From an optimization exercise on the open Yosys and OpenROAD flow, aimed at small area and few clock cycles; shortcuts taken in it are not production practice.
RTL that was checked went through simulation tests only; none was proved equivalent to the original.
Power figures rest on the tool's default switching activity, not on a simulated workload.

// usb_tx_top
module usb_tx_top (
  input  logic                   clock,
  input  logic                   reset,
  input  logic                   req,
  input  usb_tx_pkg::host_byte_t wdata,
  output logic                   ack,
  output logic                   pid_error,
  output usb_tx_pkg::line_t      line,
  output logic                   busy
);
  logic       wr_en;
  logic       full;
  logic       empty;
  logic       wr_slot;
  logic       rd_slot;
  logic       rd_en;
  logic [7:0] tap;
  logic       hdr_done;
  logic       pending;
  host_write_port u_host_write_port (
    .clock     (clock),
    .reset     (reset),
    .req       (req),
    .wdata     (wdata),
    .ack       (ack),
    .pid_error (pid_error),
    .wr_en     (wr_en),
    .wr_slot   (wr_slot),
    .full      (full),
    .hdr_done  (hdr_done),
    .pending   (pending)
  );
  packet_buffer u_packet_buffer (
    .clock   (clock),
    .reset   (reset),
    .wr_en   (wr_en),
    .wdata   (wdata),
    .wr_slot (wr_slot),
    .rd_en   (rd_en),
    .rd_slot (rd_slot),
    .tap     (tap),
    .full    (full),
    .empty   (empty)
  );
  line_serializer u_line_serializer (
    .clock    (clock),
    .reset    (reset),
    .hdr_done (hdr_done),
    .pending  (pending),
    .rd_slot  (rd_slot),
    .empty    (empty),
    .tap      (tap),
    .rd_en    (rd_en),
    .line     (line),
    .busy     (busy)
  );
endmodule
Size in the first run: ~500 cells after synthesis, about 320 flip-flops, about 0.0079 mm² of cells after synthesis.
Settings: LEC_CHECK=0, CAP_MARGIN=20, CORE_MARGIN=2, CORE_UTILIZATION=75, CTS_BUF_LIST=sky130_fd_sc_hd__clkbuf_8 sky130_fd_sc_hd__clkbuf_16, CTS_CLUSTER_DIAMETER=60, CTS_CLUSTER_SIZE=24, SLEW_MARGIN=20; clock period 10.0 ns.
standard.sh (not shown) runs the stock make flow with config.mk's settings and CLKGATE_MAP_FILE= SYNTH_SCRIPT=/design/flow/synth_recipe.tcl, a recipe that flattens the netlist after the stock synthesis.
==> flow/flow/run.sh <==
#!/bin/bash
# The standard layout with two changes: synthesis maps the logic with an
# area-oriented ABC script (flow/synth.tcl, flow/area.abc), and the port
# buffers are the smallest buffer cell. Each step's output goes to its own log.
set -euo pipefail
here=$(pwd)
export BUFFER_PORTS_ARGS="-buffer_cell sky130_fd_sc_hd__buf_1"
export AREA_ABC_SCRIPT=$here/flow/area.abc
export FLOW_SYNTH_TCL=$here/synth_recipe.tcl
sed -E "s#SYNTH_SCRIPT=('[^']*'|[^ ]*)#SYNTH_SCRIPT=$here/flow/synth.tcl#" standard.sh > area_synth.sh
grep -q "SYNTH_SCRIPT=$here/flow/synth.tcl" area_synth.sh
bash area_synth.sh synth > synth_step.log 2>&1
bash standard.sh > layout_steps.log 2>&1
==> flow/flow/area.abc <==
&get -n
&st
&deepsyn -T 20
&dch -f
&nf -R 1000
&put
topo
dnsize -c
==> flow/flow/synth.tcl <==
# The standard flow's synthesis script, with ABC's logic mapping done by the area-oriented
# script flow/area.abc instead of ORFS's speed script. Registers are untouched.
proc abc {args} {
  set new {}
  set skip 0
  foreach a $args {
    if {$skip} { set skip 0; continue }
    if {$a eq "-script"} { set skip 1; lappend new -script $::env(AREA_ABC_SCRIPT); continue }
    lappend new $a
  }
  yosys abc {*}$new
}
source $::env(FLOW_SYNTH_TCL)
Testbench counts at the start, summed over its fixed seeds: cycles 131,526.
Edit:
==> flow/flow/area.abc (replaced) <==
&get -n
&st
&dch -f
&nf -R 1000
&put
strash
&get -n
&st
&dch -f
&nf -R 1000
&put
topo
dnsize -c
- CORE_UTILIZATION: 75 -> 80
- CTS_BUF_LIST: sky130_fd_sc_hd__clkbuf_8 sky130_fd_sc_hd__clkbuf_16 -> sky130_fd_sc_hd__clkbuf_8
- CTS_CLUSTER_DIAMETER: 60 -> 50
- CTS_CLUSTER_SIZE: 24 -> 18
Result:
- via count came out higher by 11%
- utilization came out higher by 4.6 points
- count of clock-buffer cells in the layout came out higher by 4
- die area came out lower by 5.2%
- sequential cell count is unchanged
- fmax came out higher by 1.8%
- power came out higher by 1.6%
- global-route usage came out higher by 6.3 points
- first-iteration DRC count came out higher by 64%
Edit:
==> flow/flow/area.abc (replaced) <==
&get -n
&st
&deepsyn -T 20
&dch -f
&nf -R 1000
&put
topo
dnsize -c
- CORE_UTILIZATION: 80 -> 70
Outcome: The new run completed without violations. Power fell by a little under a tenth. Die area rose by roughly a tenth. Cell area falls slightly. Global-route usage falls by 13 points. Sequential power drops by a few percent. Count of clock-buffer cells in the layout stays the same. Combinational power falls by a quarter to a third.
Edit:
- CORE_UTILIZATION: 70 -> 75
- CTS_CLUSTER_SIZE: 18 -> 19
What happened: Design area is about the same. Synthesized cell count stays the same. Combinational power rose by about 4%.

Setup of old:
usb_tx_top, a different RTL version from the one above (not shown whole).
Size in the first run: ~17 I/O pins, about 0.0091 mm2 of cells after synthesis.
clock: 10.0 ns
lec_check: 0
cap_margin: 20
core_margin: 2
core_utilization: 40
cts_cluster_diameter: 80
cts_cluster_size: 30
slew_margin: 20
run.sh (not shown) runs the stock make flow with config.mk's settings and CLKGATE_MAP_FILE= SYNTH_SCRIPT=/design/flow/synth_recipe.tcl, a recipe that flattens the netlist after the stock synthesis.
Stock flow here: none of the scripts above is used.
Testbench counts of old, summed over its fixed seeds: cycles 130,680.
[inputs] new vs old
- setting ABC_AREA to 1 for the first time
Notes after the runs:
- new vs old, clock power went up by 13%.
- new against old: count of clock buffers in the final design has increased, depth of the critical timing path with buffers and inverters included has increased.
- From old to new the numbers moved as follows: instance count of the mapped netlist now sits higher, all-layer global routing usage lost 0.20 points, final design utilization went up, total power now larger.

Another version of the RTL of usb_tx_top (not shown whole).
Size in the first run: about 320 flip-flops.
// usb_tx_top
module usb_tx_top (
  input  logic                   clock,
  input  logic                   reset,
  input  logic                   req,
  input  usb_tx_pkg::host_byte_t wdata,
  output logic                   ack,
  output logic                   pid_error,
  output usb_tx_pkg::line_t      line,
  output logic                   busy
);
clock: 10.0 ns
lec_check: 0
cap_margin: 20
core_margin: 2
core_utilization: 70
cts_buf_list: sky130_fd_sc_hd__clkbuf_8
cts_cluster_diameter: 50
cts_cluster_size: 18
slew_margin: 20
standard.sh (not shown) runs the stock make flow with config.mk's settings and CLKGATE_MAP_FILE= SYNTH_SCRIPT=/design/flow/synth_recipe.tcl, a recipe that flattens the netlist after the stock synthesis.
==> flow/flow/area.abc <==
&get -n
&st
&dch -f
&nf -R 1000
&put
strash
&get -n
&st
&dch -f
&nf -R 1000
&put
topo
dnsize -c
Scripts as last shown in full above: flow/flow/run.sh, flow/flow/synth.tcl
The first run went through all stages and came out clean.
==> next run, changes <==
==> flow/flow/area.abc (replaced) <==
&get -n
&st
&deepsyn -T 20
&dch -f
&nf -R 1000
&put
topo
dnsize -c
What happened:
- sequential power shrinks by about 7%
- wire length decreases by 3.9%
- combinational power falls by 19%
- synthesized area shrinks by 0.66%
- critical path depth fell by 1
Function was not checked in any run of this note: the RTL went through the layout flow alone.

## run A
The RTL this note starts from:
==> flow/design.v <==
`default_nettype none
package usb_tx_pkg;
  typedef logic [7:0] host_byte_t;
  typedef struct packed {
    logic [3:0] check;
    logic [3:0] pid_type;
  } pid_fields_t;
  typedef union packed {
    logic [7:0]  raw;
    pid_fields_t f;
  } pid_t;
  typedef struct packed {
    logic [7:0] data;
    logic       last;   
    logic       pid;    
  } buf_entry_t;
  typedef struct packed {
    logic drive;   
    logic dp;
    logic dm;
  } line_t;
endpackage
`default_nettype wire
`timescale 1ns/1ps
`default_nettype none
module host_write_port (
  input  logic                   clock,
  input  logic                   reset,
  input  logic                   req,
  input  usb_tx_pkg::host_byte_t wdata,
  output logic                   ack,
  output logic                   pid_error,
  output logic                   wr_en,
  input  logic                   wr_slot,
  input  logic                   full,
  output logic                   hdr_v,      
  output logic                   hdr_done,   
  input  logic                   hdr_take
);
  typedef enum logic [1:0] {PH_LEN = 2'd0, PH_PID = 2'd1, PH_DATA = 2'd2} phase_t;
  phase_t     phase;
  logic [5:0] rem;      
  logic       pid_ok;
  logic       good;
  logic       last_in;
  logic       can;
  logic       accept;
  assign good     = (phase == PH_PID) ? (wdata[7:4] == ~wdata[3:0]) : pid_ok;
  assign last_in  = (rem == 6'd1);
  assign hdr_done = !(phase == PH_DATA && pid_ok);
  assign can    = (phase == PH_LEN) || !good ||
                  (wr_slot && !full && (phase == PH_DATA || !hdr_v || hdr_take));
  assign accept = req && !ack && can;
  assign wr_en  = accept && phase != PH_LEN && good;
  always_ff @(posedge clock) begin
    if (reset) begin
      ack       <= 1'b0;
      pid_error <= 1'b0;
      phase     <= PH_LEN;
      hdr_v     <= 1'b0;
    end else begin
      ack       <= accept || (ack && req);
      pid_error <= accept && phase != PH_LEN && last_in && !good;
      if (accept) begin
        if (phase == PH_LEN) phase <= (wdata[5:0] != '0) ? PH_PID : PH_LEN;
        else                 phase <= last_in ? PH_LEN : PH_DATA;
      end
      if (wr_en && phase == PH_PID) hdr_v <= 1'b1;
      else if (hdr_take) hdr_v <= 1'b0;
    end
  end
  always_ff @(posedge clock) begin
    if (accept) rem <= (phase == PH_LEN) ? wdata[5:0] : rem - 6'd1;
    if (accept && phase == PH_PID) pid_ok <= good;
  end
endmodule
`default_nettype wire
`timescale 1ns/1ps
`default_nettype none
module packet_buffer (
  input  logic       clock,
  input  logic       reset,
  input  logic       wr_en,
  input  logic [7:0] wdata,
  output logic       wr_slot,    
  output logic [4:0] wa,
  input  logic       rd_en,
  output logic       rd_slot,    
  output logic [4:0] ra,
  output logic [7:0] tap,
  output logic       full,
  output logic       empty
);
  localparam int K = 31;
  logic [K*8-1:0] ring;
  logic [4:0]     ph;    
  logic           lw;    
  assign tap     = ring[K*8-1 -: 8];
  assign wr_slot = (wa == ph);
  assign rd_slot = (ra == ph);
  assign full    = (wa == ra) && lw;
  assign empty   = (wa == ra) && !lw;
  always_ff @(posedge clock) begin
    ring <= {ring[K*8-9:0], wr_en ? wdata : tap};
  end
  always_ff @(posedge clock) begin
    if (reset) begin
      ph <= 5'd1;
      wa <= 5'd1;
      ra <= 5'd1;
      lw <= 1'b0;
    end else begin
      ph <= {ph[3:0], ph[4] ^ ph[2]};
      if (wr_en) wa <= {wa[0], wa[4] ^ wa[2], wa[3] ^ wa[1], wa[2] ^ wa[0], wa[1] ^ wa[4] ^ wa[2]};
      if (rd_en) ra <= {ra[0], ra[4] ^ ra[2], ra[3] ^ ra[1], ra[2] ^ ra[0], ra[1] ^ ra[4] ^ ra[2]};
      if (wr_en || rd_en) lw <= wr_en;
    end
  end
endmodule
`default_nettype wire
`timescale 1ns/1ps
`default_nettype none
module line_serializer (
  input  logic              clock,
  input  logic              reset,
  input  logic              hdr_v,
  input  logic              hdr_done,
  input  logic [4:0]        wa,
  input  logic [4:0]        ra,
  output logic              hdr_take,
  input  logic              rd_slot,
  input  logic              empty,
  input  logic              full,
  input  logic [7:0]        tap,
  output logic              rd_en,
  output usb_tx_pkg::line_t line,
  output logic              busy
);
  typedef enum logic [3:0] {
    S_IDLE = 4'd0,
    S_SYNC = 4'd1,
    S_PID  = 4'd2,
    S_DATA = 4'd3,
    S_CRCL = 4'd4,
    S_CRCH = 4'd5,
    S_EOP  = 4'd8,
    S_SE0  = 4'd9,
    S_JT   = 4'd10,
    S_REL  = 4'd11
  } state_t;
  state_t      state;
  logic [1:0]  cyc;
  logic [2:0]  ones;
  logic [2:0]  bit_idx;
  logic [7:0]  sh;
  logic [7:0]  nx;
  logic        nxv;
  logic        shv;       
  logic        lvl;
  logic        is_data;
  logic [15:0] crc;
  logic [4:0]  fin;       
  logic        fin_full;  
  logic tick, stuff, stream, in_crc, in_byte, cur, din;
  logic bitstep, bytedone, start, preload, sh_load;
  assign tick     = (cyc == 2'd3);
  assign stuff    = (ones == 3'd6);
  assign stream   = (state != S_IDLE) && !state[3];      
  assign in_crc   = state[2];
  assign in_byte  = (state == S_PID) || (state == S_DATA);
  assign cur      = (state == S_SYNC) ? (bit_idx == 3'd7) : in_crc ? ~crc[0] : sh[0];
  assign din      = in_crc ? crc[0] : sh[0];
  assign bitstep  = tick && stream && !stuff;
  assign bytedone = bitstep && (bit_idx == 3'd7);
  assign start    = (state == S_IDLE) && hdr_v && hdr_done;
  assign hdr_take = start;
  assign preload  = ((state == S_IDLE) || (state == S_SYNC)) && !shv && nxv;
  assign sh_load  = preload || (bytedone && in_byte && nxv);
  assign rd_en    = !nxv && rd_slot && ((state == S_IDLE) ? !empty : (ra != fin || fin_full));
  assign busy = (state != S_IDLE);
  assign line = {busy, busy && !(state == S_SE0 || state == S_JT) && lvl,
                 busy && !(state == S_SE0 || state == S_JT) && !lvl};
  always_ff @(posedge clock) begin
    if (rd_en) nx <= tap;
    if (sh_load) sh <= nx;
    else if (bitstep && in_byte) sh <= sh >> 1;
    if (start) crc <= 16'hFFFF;
    else if (bitstep && (state == S_DATA || in_crc))
      crc <= {1'b0, crc[15:1]} ^ ((crc[0] ^ din) ? 16'hA001 : 16'h0000);
    if (start) fin <= wa;
    if (start) fin_full <= full;
    else if (rd_en) fin_full <= 1'b0;
    if (start) ones <= '0;
    else if (tick && (state == S_EOP || stream)) ones <= (stuff || !cur) ? 3'd0 : ones + 3'd1;
    if (start) lvl <= 1'b1;
    else if (tick && (state == S_EOP || stream) && (stuff || (!cur && state != S_EOP))) lvl <= ~lvl;
    else if (tick && state == S_JT) lvl <= 1'b1;
    if (bytedone && state == S_SYNC) is_data <= (sh[1:0] == 2'b11);
  end
  always_ff @(posedge clock) begin
    if (reset) begin
      state   <= S_IDLE;
      nxv     <= 1'b0;
      shv     <= 1'b0;
      cyc     <= '0;
      bit_idx <= '0;
    end else begin
      cyc <= busy ? cyc + 2'd1 : 2'd0;
      if (rd_en) nxv <= 1'b1;
      else if (sh_load) nxv <= 1'b0;
      if (preload) shv <= 1'b1;
      else if (bytedone && state == S_SYNC) shv <= 1'b0;
      if (bitstep) bit_idx <= bit_idx + 3'd1;
      if (start) state <= S_SYNC;
      else if (tick) begin
        case (state)
          S_SYNC:  if (bytedone) state <= S_PID;
          S_PID, S_DATA:
            if (bytedone) state <= nxv ? S_DATA : is_data ? S_CRCL : S_EOP;
          S_CRCL:  if (bytedone) state <= S_CRCH;
          S_CRCH:  if (bytedone) state <= S_EOP;
          S_EOP:   if (!stuff) state <= S_SE0;
          S_SE0:   state <= S_JT;
          S_JT:    state <= S_REL;
          S_REL:   state <= S_IDLE;
          default: state <= S_IDLE;
        endcase
      end
    end
  end
endmodule
`default_nettype wire
`timescale 1ns/1ps
`default_nettype none
module usb_tx_top (
  input  logic                   clock,
  input  logic                   reset,
  input  logic                   req,
  input  usb_tx_pkg::host_byte_t wdata,
  output logic                   ack,
  output logic                   pid_error,
  output usb_tx_pkg::line_t      line,
  output logic                   busy
);
  logic       wr_en;
  logic       full;
  logic       empty;
  logic       wr_slot;
  logic       rd_slot;
  logic       rd_en;
  logic [7:0] tap;
  logic       hdr_v;
  logic       hdr_done;
  logic [4:0] wa;
  logic [4:0] ra;
  logic       hdr_take;
  host_write_port u_host_write_port (
    .clock     (clock),
    .reset     (reset),
    .req       (req),
    .wdata     (wdata),
    .ack       (ack),
    .pid_error (pid_error),
    .wr_en     (wr_en),
    .wr_slot   (wr_slot),
    .full      (full),
    .hdr_v     (hdr_v),
    .hdr_done  (hdr_done),
    .hdr_take  (hdr_take)
  );
  packet_buffer u_packet_buffer (
    .clock   (clock),
    .reset   (reset),
    .wr_en   (wr_en),
    .wdata   (wdata),
    .wr_slot (wr_slot),
    .wa      (wa),
    .rd_en   (rd_en),
    .rd_slot (rd_slot),
    .ra      (ra),
    .tap     (tap),
    .full    (full),
    .empty   (empty)
  );
  line_serializer u_line_serializer (
    .clock    (clock),
    .reset    (reset),
    .hdr_v    (hdr_v),
    .hdr_done (hdr_done),
    .wa       (wa),
    .ra       (ra),
    .hdr_take (hdr_take),
    .rd_slot  (rd_slot),
    .empty    (empty),
    .full     (full),
    .tap      (tap),
    .rd_en    (rd_en),
    .line     (line),
    .busy     (busy)
  );
endmodule
`default_nettype wire
==> flow/config.mk <==
export PLATFORM = sky130hd
export DESIGN_NAME = usb_tx_top
export DESIGN_NICKNAME = usb_tx_top
export VERILOG_FILES = /design/flow/design.v
export SDC_FILE = /design/flow/constraint.sdc
export NUM_CORES = 4
export LEC_CHECK = 0
export CAP_MARGIN = 20
export CORE_MARGIN = 2
export CORE_UTILIZATION = 40
export CTS_BUF_LIST = sky130_fd_sc_hd__clkbuf_8
export CTS_CLUSTER_DIAMETER = 60
export CTS_CLUSTER_SIZE = 20
export SLEW_MARGIN = 20
==> flow/constraint.sdc <==
create_clock -name core_clock -period 10.0 [get_ports {clock}]
set_input_delay 2.0000 -clock core_clock [delete_from_list [all_inputs] [get_ports {clock}]]
set_output_delay 2.0000 -clock core_clock [all_outputs]
set_load 0.01 [all_outputs]
run.sh (not shown) runs the stock make flow with config.mk's settings and CLKGATE_MAP_FILE= SYNTH_SCRIPT=/design/flow/synth_recipe.tcl, a recipe that flattens the netlist after the stock synthesis.
Stock flow here: none of the scripts above is used.
Run A: no failed stages, no open violations at the end
diff inputs: run A => run B
# run A
export LEC_CHECK = 0
export CAP_MARGIN = 20
export CORE_MARGIN = 2
export CORE_UTILIZATION = 40
export CTS_BUF_LIST = sky130_fd_sc_hd__clkbuf_8
export CTS_CLUSTER_DIAMETER = 60
export CTS_CLUSTER_SIZE = 20
export SLEW_MARGIN = 20
create_clock -name core_clock -period 10.0 [get_ports {clock}]
# run B
export LEC_CHECK = 0
export CAP_MARGIN = 20
export CORE_MARGIN = 2
export CORE_UTILIZATION = 40
export CTS_CLUSTER_DIAMETER = 80
export CTS_CLUSTER_SIZE = 30
export SLEW_MARGIN = 20
create_clock -name core_clock -period 10.0 [get_ports {clock}]
==> flow/flow/run.sh (new file) <==
#!/bin/bash
# The standard layout, with the port buffers made of the smallest buffer cell.
set -euo pipefail
export BUFFER_PORTS_ARGS="-buffer_cell sky130_fd_sc_hd__buf_1"
bash standard.sh > standard_flow.log 2>&1
==> flow/standard.sh (new file) <==
#!/bin/bash
# synth_recipe.tcl (not shown) runs the flow's synth.tcl, then flattens the netlist and writes it again
# the make line also repeats each setting of config.mk as NAME=value (left out here)
make -C /OpenROAD-flow-scripts/flow DESIGN_CONFIG=/design/flow/config.mk WORK_HOME=/design/flow/orfs CLKGATE_MAP_FILE= SYNTH_SCRIPT=/design/flow/synth_recipe.tcl "${@:-finish}"
removed: flow/run.sh
[summary]
| worst-case hold slack | run B vs run A | ≈ equal |. The clock slew seen by the registers of the worst setup and hold paths on run A is in line with that on run B. Looking at power across run B and run A, the one that comes out higher is run B. Taking run A as the reference, in run B final critical-path share of the clock period now sits lower, power density normalized to cell area went up by about 5%, first-pass GRT wire length went up 350 µm, number of buffers created by CTS shows a reduction of 6. Diff run A..run B | number of cell rows | unchanged. Compared to run A, run B shows a wider setup margin. Run A has lower growth of design area from synthesis to finish than run B.
What run C does differently from run B at the input level:
==> flow/run.sh (new file) <==
#!/bin/bash
# synth_recipe.tcl (not shown) runs the flow's synth.tcl, then flattens the netlist and writes it again
# the make line also repeats each setting of config.mk as NAME=value (left out here)
make -C /OpenROAD-flow-scripts/flow DESIGN_CONFIG=/design/flow/config.mk WORK_HOME=/design/flow/orfs CLKGATE_MAP_FILE= SYNTH_SCRIPT=/design/flow/synth_recipe.tcl finish
removed: flow/flow/run.sh
removed: flow/standard.sh
Results
- Run C completed end to end with timing, DRC and antenna clean.
- Run B has a higher achievable frequency than run C.
- Run C against run B: depth of the most critical reg-to-reg path ~0 delta, part of the cycle the worst path needs higher, worst setup slack moved down, met1 layer usage reported by global route rose by 0.37 points.
- For via count, run C and run B come out practically identical.
- Compared with run B, in run C global-route usage moved down; via count of the first global-routing pass -149.
- Lower critical path data arrival time among run B and run C: run B
Function was not checked in any run of this note: the RTL went through the layout flow alone.

static timing again, ports no longer ideal:
The flow's constraints put no driver on any port. The routed layouts listed below were extracted and timed again, unchanged, in two steps.
Step 1, drivers: a clkbuf_16 drives clock and a buf_2 each remaining input, both assumed.
Step 2, shift: input delay + t, output delay - t, t = (earliest + latest rising clock arrival at the registers) / 2. This alone moves slack from input paths to output paths.
Three values: no drivers, after step 1, after step 2; two values: the first two.
run	t, ns	slack for setup (ns)	hold slack, ns	worst slew at a driven data input, ns
the first run of note 1	0.552	5.587 / 5.555 / 5.206	0.310 / 0.310 / 0.310	0.06
the second run of note 1	0.548	5.668 / 5.662 / 5.114	0.325 / 0.325 / 0.325	0.05
the third run of note 1	0.548	5.411 / 5.377 / 5.542	0.315 / 0.315 / 0.315	0.06
the fourth run of note 1	0.532	5.282 / 5.247 / 5.464	0.324 / 0.324 / 0.324	0.06
old	0.532	5.563 / 5.521 / 5.274	0.319 / 0.319 / 0.319	0.06
new	0.533	5.666 / 5.622 / 6.050	0.321 / 0.321 / 0.321	0.04
the first run of note 3	0.557	6.000 / 5.992 / 5.435	0.321 / 0.321 / 0.321	0.05
the second run of note 3	0.543	6.050 / 6.061 / 5.518	0.325 / 0.325 / 0.325	0.03
run A	0.572	5.498 / 5.461 / 5.727	0.320 / 0.320 / 0.320	0.07
run B	0.534	5.873 / 5.831 / 6.124	0.322 / 0.322 / 0.322	0.08
run C	0.534	5.549 / 5.508 / 5.731	0.309 / 0.309 / 0.309	0.07
After both steps setup and hold are still met in every run listed. For the first run of note 3, which loses most, drivers alone change the setup slack by -0.008 ns; drivers and shift together by -0.565 ns.
